From an optimization exercise on the open Yosys and OpenROAD flow, aimed at a short achievable clock period and few clock cycles per item; shortcuts taken in it are not production practice.

==> inputs of 03-01 <==
Design sliding_window_arq_sender, start of the top module:
module sliding_window_arq_sender (
	input  wire logic                             clk,
	input  wire logic                             arst_n,
	input  wire logic                             start,
	output logic                                  busy,
	input  wire logic [swarq_pkg::KIND_W-1:0]     kind,
	input  wire logic [swarq_pkg::SIZE_W-1:0]     payload_size,
	input  wire logic [swarq_pkg::SEQ_W-1:0]      ack_seq,
	input  wire logic [swarq_pkg::MAP_W-1:0]      received_map,
	output logic                                  result_valid,
	output logic      [swarq_pkg::OKIND_W-1:0]    out_kind,
	output logic      [swarq_pkg::SEQ_W-1:0]      out_seq,
	output logic      [swarq_pkg::SIZE_W-1:0]     out_size,
	output logic      [swarq_pkg::TOTAL_W-1:0]    delivered_bytes,
	output logic                                  last
);
Settings: LEC_CHECK=0, ABC_CLOCK_PERIOD_IN_PS=2000, CAP_MARGIN=30, CORE_MARGIN=2, CORE_UTILIZATION=60, SETUP_SLACK_MARGIN=4.5, SLEW_MARGIN=30; clock period 7.0 ns.
run.sh (not shown) runs the stock make flow with config.mk's settings and CLKGATE_MAP_FILE= SYNTH_SCRIPT=/design/flow/synth_recipe.tcl, a recipe that flattens the netlist after the stock synthesis.
==> 02-08: changes against 03-01 <==
--- a/flow/design.v
+++ b/flow/design.v
@@ -67,12 +67,13 @@
 	localparam int QW  = swarq_pkg::SEQ_W;
 	localparam int ZW  = swarq_pkg::SIZE_W;
 	localparam int TW  = swarq_pkg::TOTAL_W;
 	localparam int KW  = swarq_pkg::OKIND_W;
 	localparam int LW  = 6;           
 	localparam int HW  = QW - LW;
+	localparam int BH  = 8;           
 	localparam int RW  = 16;          
 	localparam int NQ  = 6;           
 	localparam int NQW = $clog2(NQ + 2);
 	typedef logic [KW-1:0] okind_t;
 	function automatic logic lt_sop(input logic [QW-1:0] a, input logic [QW-1:0] b, input int n);
 		logic r;
@@ -88,27 +89,12 @@
 				end
 				r = r | (!a[i] & b[i] & eqh);
 			end
 		end
 		lt_sop = r;
 	endfunction
-	function automatic logic [SW-1:0] low_idx(input logic [W-1:0] v);
-		logic [W-1:0]  a;
-		logic [SW-1:0] p [W];
-		a = v;
-		for (int i = 0; i < W; i++) begin
-			p[i] = '0;
-		end
-		for (int l = 0; l < SW; l++) begin
-			for (int i = 0; i < (W >> (l + 1)); i++) begin
-				p[i] = a[2*i] ? p[2*i] : (p[2*i+1] | SW'(1 << l));
-				a[i] = a[2*i] | a[2*i+1];
-			end
-		end
-		low_idx = p[0];
-	endfunction
 	function automatic logic [W-1:0] any_below(input logic [W-1:0] v);
 		logic [W-1:0] r;
 		r = {v[W-2:0], 1'b0};
 		for (int d = 1; d < W; d = d * 2) begin
 			r = r | (r << d);
 		end
@@ -144,20 +130,22 @@
 	logic [NQW-1:0]    inflight_q;
 	logic [NQW-1:0]    inflight_dec;
 	logic              busy_next;
 	logic              drop_q;
 	logic              busy_q;       
 	logic              pi_v;
-	logic [1:0]        pi_kind;
+	logic [3:0]        pi_kv;        
 	logic [ZW-1:0]     pi_size;
 	logic [QW-1:0]     pi_ack;
 	logic [QW-1:LW]    pi_ack_hp1;
 	logic [W-1:0]      pi_map;
 	logic              pi_big;       
-	logic [2:0]        pi_eq0, pi_eq1, pi_borrow, pi_at, pi_behind;    
+	logic [2:0]        pi_eq0, pi_eq1, pi_borrow, pi_at;               
+	logic [2:0]        pi_x15, pi_lth, pi_eqh, pi_ltl;
 	logic [1:0]        pi_le;                                           
+	logic [CW-1:0]     pi_cnt [2];   
 	logic              ps_a, ps_n, ps_inc;    
 	logic [QW-1:0]     next_p1;
 	logic [QW-1:LW]    next_hp1;
 	logic [QW-1:0]     base_q;
 	logic [HW-1:0]     base_hp1_q;   
 	logic [QW-1:0]     next_q;
@@ -167,16 +155,19 @@
 	logic [RW-1:0]     cum_q [W];    
 	logic              cw_q;         
 	logic [SW-1:0]     cw_idx_q;
 	logic              p_send, p_ack, p_fin, p_tmo;
 	logic              eq0, eq1, borrow, le_n, nwrap, at_base;
 	logic              inwin, behind;
+	logic [2:0]        pi_behind;
 	logic              refuse;
 	logic [QW-1:0]     next_inc;
 	logic [CW-1:0]     cnt_ack;
 	logic              p_drop;
+	logic [ZW:0]       sent_lo;
+	logic [RW-1:0]     sent_new;
 	logic              d1_v;
 	okind_t            d1_k;         
 	logic              d1_ack;       
 	logic [QW-1:0]     d1_seq;
 	logic [ZW-1:0]     d1_size;
 	logic [W-1:0]      d1_mask;      
@@ -184,12 +175,15 @@
 	logic              d1_upd;       
 	logic [RW-1:0]     d1_lo;        
 	logic [RW-1:0]     tlo_q;        
 	logic [RW-1:0]     v_lo;
 	logic              v_wrap;
 	logic [W-1:0]      v_vec;
+	okind_t            v_kf;
+	logic [W-1:0]      v_vecf;
+	logic              v_last;
 	okind_t            q_k    [NQ];
 	logic [QW-1:0]     q_seq  [NQ];
 	logic [RW-1:0]     q_lo   [NQ];
 	logic              q_wrap [NQ];
 	logic [W-1:0]      q_vec  [NQ];   
 	logic              q_last [NQ];
@@ -210,12 +204,15 @@
 	logic [RW-1:0]     c_lo;
 	logic              c_wrap;       
 	logic [W-1:0]      c_vec;        
 	logic              c_last;       
 	logic              c_adv;
 	logic [SW-1:0]     c_idx;
+	logic [W-1:0]      c_below;      
+	logic [W-1:0]      c_oh;         
+	logic [SW-1:0]     c_slot;
 	logic [TW-1:RW]    thi_q;        
 	logic [TW-1:RW]    thi_p1_q;     
 	logic              tsat_q;       
 	logic              c_sat;
 	logic [ZW-1:0]     size_q [W];
 	logic              e_v;
@@ -251,19 +248,22 @@
 		end
 	end
 	assign next_p1  = next_q + 1'b1;
 	assign next_hp1 = next_q[QW-1:LW] + 1'b1;
 	always_ff @(posedge clk or negedge arst_n) begin
 		if (!arst_n) begin
-			pi_v <= 1'b0;
+			pi_v  <= 1'b0;
+			pi_kv <= '0;
 		end else begin
-			pi_v <= take;
+			pi_v  <= take;
+			for (int k = 0; k < 4; k++) begin
+				pi_kv[k] <= take && (kind == 2'(k));
+			end
 		end
 	end
 	always_ff @(posedge clk) begin
-		pi_kind    <= kind;
 		pi_size    <= payload_size;
 		pi_ack     <= ack_seq;
 		pi_ack_hp1 <= ack_seq[QW-1:LW] + 1'b1;
 		pi_map     <= received_map;
 		pi_big     <= payload_size > ZW'(swarq_pkg::MAX_PAYLOAD);
 		pi_eq0     <= {ack_seq[QW-1:LW] == next_q[QW-1:LW], ack_seq[QW-1:LW] == pi_ack[QW-1:LW],
@@ -271,37 +271,46 @@
 		pi_eq1     <= {ack_seq[QW-1:LW] == next_hp1, ack_seq[QW-1:LW] == pi_ack_hp1,
 		               ack_seq[QW-1:LW] == base_hp1_q};
 		pi_borrow  <= {lt_sop(QW'(ack_seq[LW-1:0]), QW'(next_q[LW-1:0]), LW),
 		               lt_sop(QW'(ack_seq[LW-1:0]), QW'(pi_ack[LW-1:0]), LW),
 		               lt_sop(QW'(ack_seq[LW-1:0]), QW'(base_q[LW-1:0]), LW)};
 		pi_at      <= {ack_seq == next_q, ack_seq == pi_ack, ack_seq == base_q};
-		pi_behind  <= {ack_seq[QW-1] ^ next_q[QW-1]
-		                   ^ lt_sop({1'b0, ack_seq[QW-2:0]}, {1'b0, next_q[QW-2:0]}, QW - 1),
-		               ack_seq[QW-1] ^ pi_ack[QW-1]
-		                   ^ lt_sop({1'b0, ack_seq[QW-2:0]}, {1'b0, pi_ack[QW-2:0]}, QW - 1),
-		               ack_seq[QW-1] ^ base_q[QW-1]
-		                   ^ lt_sop({1'b0, ack_seq[QW-2:0]}, {1'b0, base_q[QW-2:0]}, QW - 1)};
+		pi_x15     <= {ack_seq[QW-1] ^ next_q[QW-1], ack_seq[QW-1] ^ pi_ack[QW-1],
+		               ack_seq[QW-1] ^ base_q[QW-1]};
+		pi_lth     <= {lt_sop(QW'(ack_seq[QW-2:BH]), QW'(next_q[QW-2:BH]), QW - 1 - BH),
+		               lt_sop(QW'(ack_seq[QW-2:BH]), QW'(pi_ack[QW-2:BH]), QW - 1 - BH),
+		               lt_sop(QW'(ack_seq[QW-2:BH]), QW'(base_q[QW-2:BH]), QW - 1 - BH)};
+		pi_eqh     <= {ack_seq[QW-2:BH] == next_q[QW-2:BH], ack_seq[QW-2:BH] == pi_ack[QW-2:BH],
+		               ack_seq[QW-2:BH] == base_q[QW-2:BH]};
+		pi_ltl     <= {lt_sop(QW'(ack_seq[BH-1:0]), QW'(next_q[BH-1:0]), BH),
+		               lt_sop(QW'(ack_seq[BH-1:0]), QW'(pi_ack[BH-1:0]), BH),
+		               lt_sop(QW'(ack_seq[BH-1:0]), QW'(base_q[BH-1:0]), BH)};
+		pi_cnt[0]  <= CW'(next_q[LW-1:0] - ack_seq[LW-1:0]);
+		pi_cnt[1]  <= CW'(next_p1[LW-1:0] - ack_seq[LW-1:0]);
 		pi_le      <= {!lt_sop(QW'(next_p1[LW-1:0]), QW'(ack_seq[LW-1:0]), LW),
 		               !lt_sop(QW'(next_q[LW-1:0]), QW'(ack_seq[LW-1:0]), LW)};
 	end
-	assign p_send = pi_v && !fin_q && (pi_kind == swarq_pkg::KIND_SEND);
-	assign p_ack  = pi_v && !fin_q && (pi_kind == swarq_pkg::KIND_ACK);
-	assign p_fin  = pi_v && !fin_q && (pi_kind == swarq_pkg::KIND_FINISH);
-	assign p_tmo  = pi_v && !fin_q && (pi_kind == swarq_pkg::KIND_TIMEOUT);
+	assign p_send = pi_kv[swarq_pkg::KIND_SEND]    && !fin_q;
+	assign p_ack  = pi_kv[swarq_pkg::KIND_ACK]     && !fin_q;
+	assign p_fin  = pi_kv[swarq_pkg::KIND_FINISH]  && !fin_q;
+	assign p_tmo  = pi_kv[swarq_pkg::KIND_TIMEOUT] && !fin_q;
 	assign eq0     = ps_a ? pi_eq0[1]    : (ps_n ? pi_eq0[2]    : pi_eq0[0]);
 	assign eq1     = ps_a ? pi_eq1[1]    : (ps_n ? pi_eq1[2]    : pi_eq1[0]);
 	assign borrow  = ps_a ? pi_borrow[1] : (ps_n ? pi_borrow[2] : pi_borrow[0]);
 	assign at_base = ps_a ? pi_at[1]     : (ps_n ? pi_at[2]     : pi_at[0]);
 	assign behind  = ps_a ? pi_behind[1] : (ps_n ? pi_behind[2] : pi_behind[0]);
+	assign pi_behind = pi_x15 ^ (pi_lth | (pi_eqh & pi_ltl));
 	assign le_n    = ps_inc ? pi_le[1] : pi_le[0];
 	assign nwrap   = lt_sop(QW'(next_q[LW-1:0]), QW'(base_q[LW-1:0]), LW);
 	assign inwin   = (eq0 && !borrow && (nwrap || le_n)) || (eq1 && borrow && nwrap && le_n);
-	assign cnt_ack = CW'(next_q[LW-1:0] - pi_ack[LW-1:0]);
+	assign cnt_ack = ps_inc ? pi_cnt[1] : pi_cnt[0];
 	assign refuse   = cnt_q[CW-1] || pi_big;
 	assign next_inc = next_q + 1'b1;
 	assign p_drop   = p_tmo && (cnt_q == '0);
+	assign sent_lo  = {1'b0, sent_q[ZW-1:0]} + {1'b0, pi_size};
+	assign sent_new = {(sent_lo[ZW] ? sent_q[RW-1:ZW] + 1'b1 : sent_q[RW-1:ZW]), sent_lo[ZW-1:0]};
 	function automatic logic [W-1:0] thermo(input logic [CW-1:0] c);
 		logic [W-1:0] m;
 		for (int i = 0; i < W; i++) begin
 			m[i] = CW'(i) < c;
 		end
 		thermo = m;
@@ -333,13 +342,13 @@
 			ps_n   <= p_ack && !inwin && !behind;
 			d1_v   <= pi_v && !p_drop;
 			d1_upd <= p_ack && (inwin ? !at_base : (!behind && (cnt_q != '0)));
 			if (p_send && !refuse) begin
 				next_q <= next_inc;
 				cnt_q  <= cnt_q + 1'b1;
-				sent_q <= sent_q + RW'(pi_size);
+				sent_q <= sent_new;
 			end
 			if (p_ack) begin
 				if (inwin) begin
 					base_q     <= pi_ack;
 					base_hp1_q <= pi_ack_hp1;
 					cnt_q      <= cnt_ack;
@@ -391,21 +400,24 @@
 	always_comb begin
 		for (int i = 0; i < W; i++) begin
 			v_vec[i] = d1_mask[i] && !(d1_ack && d1_map[i]);
 		end
 	end
 	assign q_push = d1_v;
+	assign v_kf   = (d1_k == swarq_pkg::OUT_RETX && v_vec == '0) ? swarq_pkg::OUT_STATUS : d1_k;
+	assign v_vecf = (d1_k == swarq_pkg::OUT_RETX) ? v_vec : {{(W-ZW){1'b0}}, d1_size};
+	assign v_last = (d1_k != swarq_pkg::OUT_RETX) || most_one(v_vec);
 	always_ff @(posedge clk) begin
 		for (int i = 0; i < NQ; i++) begin
 			if (q_we[i]) begin
-				q_k[i]    <= (d1_k == swarq_pkg::OUT_RETX && v_vec == '0) ? swarq_pkg::OUT_STATUS : d1_k;
+				q_k[i]    <= v_kf;
 				q_seq[i]  <= d1_seq;
 				q_lo[i]   <= v_lo;
 				q_wrap[i] <= v_wrap;
-				q_vec[i]  <= (d1_k == swarq_pkg::OUT_RETX) ? v_vec : {{(W-ZW){1'b0}}, d1_size};
-				q_last[i] <= (d1_k != swarq_pkg::OUT_RETX) || most_one(v_vec);
+				q_vec[i]  <= v_vecf;
+				q_last[i] <= v_last;
 			end
 		end
 	end
 	always_ff @(posedge clk or negedge arst_n) begin
 		if (!arst_n) begin
 			q_wp <= NQ'(1);
@@ -429,36 +441,54 @@
 		q_rk    = '0;
 		q_rseq  = '0;
 		q_rlo   = '0;
 		q_rwrap = 1'b0;
 		q_rvec  = '0;
 		q_rlast = 1'b0;
-		for (int i = 0; i < NQ; i++) begin
+		if (q_n == '0) begin
+			q_rk    = v_kf;
+			q_rseq  = d1_seq;
+			q_rlo   = v_lo;
+			q_rwrap = v_wrap;
+			q_rvec  = v_vecf;
+			q_rlast = v_last;
+		end else for (int i = 0; i < NQ; i++) begin
 			if (q_rp[i]) begin
 				q_rk    = q_rk    | q_k[i];
 				q_rseq  = q_rseq  | q_seq[i];
 				q_rlo   = q_rlo   | q_lo[i];
 				q_rwrap = q_rwrap | q_wrap[i];
 				q_rvec  = q_rvec  | q_vec[i];
 				q_rlast = q_rlast | q_last[i];
 			end
 		end
 	end
 	assign c_adv = !c_v || c_last;
-	assign q_pop = c_adv && (q_n != '0);
-	assign c_idx = low_idx(c_vec);
+	assign q_pop = c_adv && ((q_n != '0) || d1_v);
+	assign c_below = any_below(c_vec);
+	assign c_oh    = c_vec & ~c_below;
+	always_comb begin
+		c_idx  = '0;
+		c_slot = '0;
+		for (int i = 0; i < W; i++) begin
+			if (c_oh[i]) begin
+				c_idx  = c_idx  | SW'(i);
+				c_slot = c_slot | (c_seq[SW-1:0] + SW'(i));
+			end
+		end
+	end
 	assign c_sat = tsat_q || (c_v && c_wrap && (thi_q == '1));
 	always_ff @(posedge clk or negedge arst_n) begin
 		if (!arst_n) begin
 			c_v      <= 1'b0;
 			thi_q    <= '0;
 			thi_p1_q <= (TW-RW)'(1);
 			tsat_q   <= 1'b0;
 		end else begin
 			if (c_adv) begin
-				c_v <= q_n != '0;
+				c_v <= (q_n != '0) || d1_v;
 			end
 			if (c_v && c_wrap) begin
 				thi_q    <= thi_p1_q;
 				thi_p1_q <= thi_p1_q + 1'b1;
 			end
 			tsat_q <= c_sat;
@@ -471,13 +501,13 @@
 			c_lo   <= q_rlo;
 			c_wrap <= q_rwrap;
 			c_vec  <= q_rvec;
 			c_last <= q_rlast;
 		end else begin
 			c_wrap <= 1'b0;
-			c_vec  <= c_vec & any_below(c_vec);
+			c_vec  <= c_vec & c_below;
 			c_last <= most_two(c_vec);
 		end
 		if (c_v && c_k == swarq_pkg::OUT_TX) begin
 			size_q[c_seq[SW-1:0]] <= c_vec[ZW-1:0];
 		end
 	end
@@ -489,13 +519,13 @@
 		end
 	end
 	always_ff @(posedge clk) begin
 		e_k     <= c_k;
 		e_seq   <= c_seq;
 		e_idx   <= c_idx;
-		e_slot  <= c_seq[SW-1:0] + c_idx;
+		e_slot  <= c_slot;
 		e_size  <= (c_k == swarq_pkg::OUT_TX) ? c_vec[ZW-1:0] : '0;
 		e_total <= c_sat ? '1 : {((c_v && c_wrap) ? thi_p1_q : thi_q), c_lo};
 		e_last  <= c_last;
 		e_list  <= c_k == swarq_pkg::OUT_RETX;
 	end
 	always_ff @(posedge clk or negedge arst_n) begin
- CTS_CLUSTER_DIAMETER: default -> 40
- CTS_CLUSTER_SIZE: default -> 12
==> 08-12: changes against 03-01 <==
--- a/flow/design.v
+++ b/flow/design.v
@@ -68,13 +68,13 @@
 	localparam int ZW  = swarq_pkg::SIZE_W;
 	localparam int TW  = swarq_pkg::TOTAL_W;
 	localparam int KW  = swarq_pkg::OKIND_W;
 	localparam int LW  = 6;           
 	localparam int HW  = QW - LW;
 	localparam int RW  = 16;          
-	localparam int NQ  = 6;           
+	localparam int NQ  = 7;           
 	localparam int NQW = $clog2(NQ + 2);
 	typedef logic [KW-1:0] okind_t;
 	function automatic logic lt_sop(input logic [QW-1:0] a, input logic [QW-1:0] b, input int n);
 		logic r;
 		logic eqh;
 		r = 1'b0;
@@ -137,17 +137,22 @@
 				t[i] = t[2*i] | t[2*i+1] | (a[2*i] & a[2*i+1]);
 				a[i] = a[2*i] | a[2*i+1];
 			end
 		end
 		most_two = !m[0];
 	endfunction
+	logic              in_v;
+	logic [1:0]        in_kind;
+	logic [ZW-1:0]     in_size;
+	logic [QW-1:0]     in_ack;
+	logic [QW-1:LW]    in_ack_hp1;   
+	logic [W-1:0]      in_map;
 	logic              take;
 	logic [NQW-1:0]    inflight_q;
 	logic [NQW-1:0]    inflight_dec;
 	logic              busy_next;
-	logic              drop_q;
 	logic              busy_q;       
 	logic              pi_v;
 	logic [1:0]        pi_kind;
 	logic [ZW-1:0]     pi_size;
 	logic [QW-1:0]     pi_ack;
 	logic [QW-1:LW]    pi_ack_hp1;
@@ -232,59 +237,64 @@
 	logic [QW-1:0]     o_seq;
 	logic [ZW-1:0]     o_size;
 	logic [TW-1:0]     o_total;
 	logic              o_last;
 	assign busy = busy_q;
 	assign take = start && !busy_q;
-	assign inflight_dec = inflight_q - NQW'(q_pop) - NQW'(drop_q);
+	assign inflight_dec = inflight_q - NQW'(q_pop) - NQW'(p_drop);
 	assign busy_next    = q_pop ? (inflight_q + NQW'(!busy_q) >= NQW'(NQ + 1))
 	                            : (inflight_q + NQW'(!busy_q) >= NQW'(NQ));
 	always_ff @(posedge clk) begin
-		busy_q <= busy_next;
+		busy_q     <= busy_next;
+		in_kind    <= kind;
+		in_size    <= payload_size;
+		in_ack     <= ack_seq;
+		in_ack_hp1 <= ack_seq[QW-1:LW] + 1'b1;
+		in_map     <= received_map;
 	end
 	always_ff @(posedge clk or negedge arst_n) begin
 		if (!arst_n) begin
+			in_v       <= 1'b0;
 			inflight_q <= '0;
-			drop_q     <= 1'b0;
 		end else begin
-			inflight_q <= take ? inflight_dec + 1'b1 : inflight_dec;
-			drop_q     <= p_drop;
+			in_v       <= take;
+			inflight_q <= inflight_dec + NQW'(take);
 		end
 	end
 	assign next_p1  = next_q + 1'b1;
 	assign next_hp1 = next_q[QW-1:LW] + 1'b1;
 	always_ff @(posedge clk or negedge arst_n) begin
 		if (!arst_n) begin
 			pi_v <= 1'b0;
 		end else begin
-			pi_v <= take;
+			pi_v <= in_v;
 		end
 	end
 	always_ff @(posedge clk) begin
-		pi_kind    <= kind;
-		pi_size    <= payload_size;
-		pi_ack     <= ack_seq;
-		pi_ack_hp1 <= ack_seq[QW-1:LW] + 1'b1;
-		pi_map     <= received_map;
-		pi_big     <= payload_size > ZW'(swarq_pkg::MAX_PAYLOAD);
-		pi_eq0     <= {ack_seq[QW-1:LW] == next_q[QW-1:LW], ack_seq[QW-1:LW] == pi_ack[QW-1:LW],
-		               ack_seq[QW-1:LW] == base_q[QW-1:LW]};
-		pi_eq1     <= {ack_seq[QW-1:LW] == next_hp1, ack_seq[QW-1:LW] == pi_ack_hp1,
-		               ack_seq[QW-1:LW] == base_hp1_q};
-		pi_borrow  <= {lt_sop(QW'(ack_seq[LW-1:0]), QW'(next_q[LW-1:0]), LW),
-		               lt_sop(QW'(ack_seq[LW-1:0]), QW'(pi_ack[LW-1:0]), LW),
-		               lt_sop(QW'(ack_seq[LW-1:0]), QW'(base_q[LW-1:0]), LW)};
-		pi_at      <= {ack_seq == next_q, ack_seq == pi_ack, ack_seq == base_q};
-		pi_behind  <= {ack_seq[QW-1] ^ next_q[QW-1]
-		                   ^ lt_sop({1'b0, ack_seq[QW-2:0]}, {1'b0, next_q[QW-2:0]}, QW - 1),
-		               ack_seq[QW-1] ^ pi_ack[QW-1]
-		                   ^ lt_sop({1'b0, ack_seq[QW-2:0]}, {1'b0, pi_ack[QW-2:0]}, QW - 1),
-		               ack_seq[QW-1] ^ base_q[QW-1]
-		                   ^ lt_sop({1'b0, ack_seq[QW-2:0]}, {1'b0, base_q[QW-2:0]}, QW - 1)};
-		pi_le      <= {!lt_sop(QW'(next_p1[LW-1:0]), QW'(ack_seq[LW-1:0]), LW),
-		               !lt_sop(QW'(next_q[LW-1:0]), QW'(ack_seq[LW-1:0]), LW)};
+		pi_kind    <= in_kind;
+		pi_size    <= in_size;
+		pi_ack     <= in_ack;
+		pi_ack_hp1 <= in_ack_hp1;
+		pi_map     <= in_map;
+		pi_big     <= in_size > ZW'(swarq_pkg::MAX_PAYLOAD);
+		pi_eq0     <= {in_ack[QW-1:LW] == next_q[QW-1:LW], in_ack[QW-1:LW] == pi_ack[QW-1:LW],
+		               in_ack[QW-1:LW] == base_q[QW-1:LW]};
+		pi_eq1     <= {in_ack[QW-1:LW] == next_hp1, in_ack[QW-1:LW] == pi_ack_hp1,
+		               in_ack[QW-1:LW] == base_hp1_q};
+		pi_borrow  <= {lt_sop(QW'(in_ack[LW-1:0]), QW'(next_q[LW-1:0]), LW),
+		               lt_sop(QW'(in_ack[LW-1:0]), QW'(pi_ack[LW-1:0]), LW),
+		               lt_sop(QW'(in_ack[LW-1:0]), QW'(base_q[LW-1:0]), LW)};
+		pi_at      <= {in_ack == next_q, in_ack == pi_ack, in_ack == base_q};
+		pi_behind  <= {in_ack[QW-1] ^ next_q[QW-1]
+		                   ^ lt_sop({1'b0, in_ack[QW-2:0]}, {1'b0, next_q[QW-2:0]}, QW - 1),
+		               in_ack[QW-1] ^ pi_ack[QW-1]
+		                   ^ lt_sop({1'b0, in_ack[QW-2:0]}, {1'b0, pi_ack[QW-2:0]}, QW - 1),
+		               in_ack[QW-1] ^ base_q[QW-1]
+		                   ^ lt_sop({1'b0, in_ack[QW-2:0]}, {1'b0, base_q[QW-2:0]}, QW - 1)};
+		pi_le      <= {!lt_sop(QW'(next_p1[LW-1:0]), QW'(in_ack[LW-1:0]), LW),
+		               !lt_sop(QW'(next_q[LW-1:0]), QW'(in_ack[LW-1:0]), LW)};
 	end
 	assign p_send = pi_v && !fin_q && (pi_kind == swarq_pkg::KIND_SEND);
 	assign p_ack  = pi_v && !fin_q && (pi_kind == swarq_pkg::KIND_ACK);
 	assign p_fin  = pi_v && !fin_q && (pi_kind == swarq_pkg::KIND_FINISH);
 	assign p_tmo  = pi_v && !fin_q && (pi_kind == swarq_pkg::KIND_TIMEOUT);
 	assign eq0     = ps_a ? pi_eq0[1]    : (ps_n ? pi_eq0[2]    : pi_eq0[0]);
==> 08-19: changes against 03-01 <==
--- a/flow/design.v
+++ b/flow/design.v
@@ -152,12 +152,13 @@
 	logic [QW-1:0]     pi_ack;
 	logic [QW-1:LW]    pi_ack_hp1;
 	logic [W-1:0]      pi_map;
 	logic              pi_big;       
 	logic [2:0]        pi_eq0, pi_eq1, pi_borrow, pi_at, pi_behind;    
 	logic [1:0]        pi_le;                                           
+	logic [CW-1:0]     pi_cnt [2];   
 	logic              ps_a, ps_n, ps_inc;    
 	logic [QW-1:0]     next_p1;
 	logic [QW-1:LW]    next_hp1;
 	logic [QW-1:0]     base_q;
 	logic [HW-1:0]     base_hp1_q;   
 	logic [QW-1:0]     next_q;
@@ -219,13 +220,12 @@
 	logic              c_sat;
 	logic [ZW-1:0]     size_q [W];
 	logic              e_v;
 	okind_t            e_k;
 	logic [QW-1:0]     e_seq;
 	logic [SW-1:0]     e_idx;
-	logic [SW-1:0]     e_slot;
 	logic [ZW-1:0]     e_size;
 	logic [TW-1:0]     e_total;
 	logic              e_last;
 	logic              e_list;
 	logic              o_v;
 	okind_t            o_k;
@@ -277,12 +277,14 @@
 		pi_behind  <= {ack_seq[QW-1] ^ next_q[QW-1]
 		                   ^ lt_sop({1'b0, ack_seq[QW-2:0]}, {1'b0, next_q[QW-2:0]}, QW - 1),
 		               ack_seq[QW-1] ^ pi_ack[QW-1]
 		                   ^ lt_sop({1'b0, ack_seq[QW-2:0]}, {1'b0, pi_ack[QW-2:0]}, QW - 1),
 		               ack_seq[QW-1] ^ base_q[QW-1]
 		                   ^ lt_sop({1'b0, ack_seq[QW-2:0]}, {1'b0, base_q[QW-2:0]}, QW - 1)};
+		pi_cnt[0]  <= CW'(next_q[LW-1:0] - ack_seq[LW-1:0]);
+		pi_cnt[1]  <= CW'(next_p1[LW-1:0] - ack_seq[LW-1:0]);
 		pi_le      <= {!lt_sop(QW'(next_p1[LW-1:0]), QW'(ack_seq[LW-1:0]), LW),
 		               !lt_sop(QW'(next_q[LW-1:0]), QW'(ack_seq[LW-1:0]), LW)};
 	end
 	assign p_send = pi_v && !fin_q && (pi_kind == swarq_pkg::KIND_SEND);
 	assign p_ack  = pi_v && !fin_q && (pi_kind == swarq_pkg::KIND_ACK);
 	assign p_fin  = pi_v && !fin_q && (pi_kind == swarq_pkg::KIND_FINISH);
@@ -292,13 +294,13 @@
 	assign borrow  = ps_a ? pi_borrow[1] : (ps_n ? pi_borrow[2] : pi_borrow[0]);
 	assign at_base = ps_a ? pi_at[1]     : (ps_n ? pi_at[2]     : pi_at[0]);
 	assign behind  = ps_a ? pi_behind[1] : (ps_n ? pi_behind[2] : pi_behind[0]);
 	assign le_n    = ps_inc ? pi_le[1] : pi_le[0];
 	assign nwrap   = lt_sop(QW'(next_q[LW-1:0]), QW'(base_q[LW-1:0]), LW);
 	assign inwin   = (eq0 && !borrow && (nwrap || le_n)) || (eq1 && borrow && nwrap && le_n);
-	assign cnt_ack = CW'(next_q[LW-1:0] - pi_ack[LW-1:0]);
+	assign cnt_ack = ps_inc ? pi_cnt[1] : pi_cnt[0];
 	assign refuse   = cnt_q[CW-1] || pi_big;
 	assign next_inc = next_q + 1'b1;
 	assign p_drop   = p_tmo && (cnt_q == '0);
 	function automatic logic [W-1:0] thermo(input logic [CW-1:0] c);
 		logic [W-1:0] m;
 		for (int i = 0; i < W; i++) begin
@@ -489,13 +491,12 @@
 		end
 	end
 	always_ff @(posedge clk) begin
 		e_k     <= c_k;
 		e_seq   <= c_seq;
 		e_idx   <= c_idx;
-		e_slot  <= c_seq[SW-1:0] + c_idx;
 		e_size  <= (c_k == swarq_pkg::OUT_TX) ? c_vec[ZW-1:0] : '0;
 		e_total <= c_sat ? '1 : {((c_v && c_wrap) ? thi_p1_q : thi_q), c_lo};
 		e_last  <= c_last;
 		e_list  <= c_k == swarq_pkg::OUT_RETX;
 	end
 	always_ff @(posedge clk or negedge arst_n) begin
@@ -507,13 +508,13 @@
 	end
 	always_ff @(posedge clk) begin
 		o_k     <= e_k;
 		o_total <= e_total;
 		o_last  <= e_last;
 		o_seq   <= e_list ? e_seq + {{(QW-SW){1'b0}}, e_idx} : e_seq;
-		o_size  <= e_list ? size_q[e_slot] : e_size;
+		o_size  <= e_list ? size_q[e_seq[SW-1:0] + e_idx] : e_size;
 	end
 	assign result_valid    = o_v;
 	assign out_kind        = o_k;
 	assign out_seq         = o_seq;
 	assign out_size        = o_size;
 	assign delivered_bytes = o_total;
==> flow_metrics.tcl <==
set metrics [dict create \
    seq_area_um2 51000 \
    path_depth 9 \
    place_area_um2 73800 \
    p_comb_mw 5.39 \
    drt_iter0_markers 4282 \
    async_reset_ff_frac 0.0803 \
    critPathKind "reg -> reg" \
    seq_area_frac_synth 0.724 \
    grt_pass1_vias 38400 \
    post_drt_wl_per_cell_um 27.5 \
    hold_start "pi_map[8]" \
    leakage_nw 28.8 \
    status "finished clean" \
    synth_xor_area_frac 0.0165 \
]
Source of the figures above: 08-19

==> flow_metrics.tcl <==
set metrics [dict create \
    path_depth 1 \
    hold_start "pi_map[22]" \
    place_area_um2 76500 \
    critPathKind "reg -> out" \
    leakage_nw 31.1 \
    status "finished clean" \
    drt_iter0_markers 4610 \
    p_comb_mw 7.87 \
]
Source of the figures above: 02-08

==> flow_metrics.tcl <==
set metrics [dict create \
    hold_start "e_total[27]" \
    p_comb_mw 4.62 \
    seq_area_frac_synth 0.721 \
    leakage_nw 28.3 \
    async_reset_ff_frac 0.0806 \
    path_depth 12 \
    status "finished clean" \
]
Source of the figures above: 03-01

==> flow_metrics.tcl <==
set metrics [dict create \
    drt_iter0_markers 4327 \
    hold_start "e_total[11]" \
    path_depth 11 \
    critPathKind "reg -> reg" \
    synth_xor_area_frac 0.0156 \
    grt_pass1_vias 40200 \
    seq_area_um2 54500 \
    post_drt_wl_per_cell_um 27.4 \
    async_reset_ff_frac 0.0772 \
    status "finished clean" \
    seq_area_frac_synth 0.734 \
]
Source of the figures above: 08-12

No functional check of the RTL was part of any run of this note.

-- port drivers added, routing unchanged --
Ports are ideal in the flow. The routed layouts listed here were re-timed in OpenROAD.
Step 1 (the two cells are an assumption about what drives the block):
set clk [get_ports {clk}]
set_driving_cell -lib_cell sky130_fd_sc_hd__clkbuf_16 $clk
set_driving_cell -lib_cell sky130_fd_sc_hd__buf_2 [delete_from_list [all_inputs] $clk]
Step 2 adds t to the input delays and takes it off the output delays; t is the mean of the earliest and latest rising clock arrival at the registers after step 1. Input paths then give back, and output paths get back, about the clock's delay inside the block.
a / b / c = ideal / step 1 / step 2; a / b = the first two.
run	shift t [ns]	setup slack, ns	hold slack, ns	worst slew at a driven data input, ns
03-01	0.847	4.173 / 4.173 / 3.752	0.322 / 0.322 / 0.322	0.06
02-08	0.903	4.166 / 4.082 / 3.766	0.324 / 0.324 / 0.324	0.05
08-12	0.874	4.093 / 4.093 / 3.478	0.318 / 0.318 / 0.318	0.05
08-19	0.857	4.111 / 4.111 / 3.795	0.321 / 0.321 / 0.321	0.04
After both steps every run listed still meets setup and hold. For 08-12, which loses most, drivers alone change the setup slack by 0.000 ns; drivers and shift together by -0.615 ns.
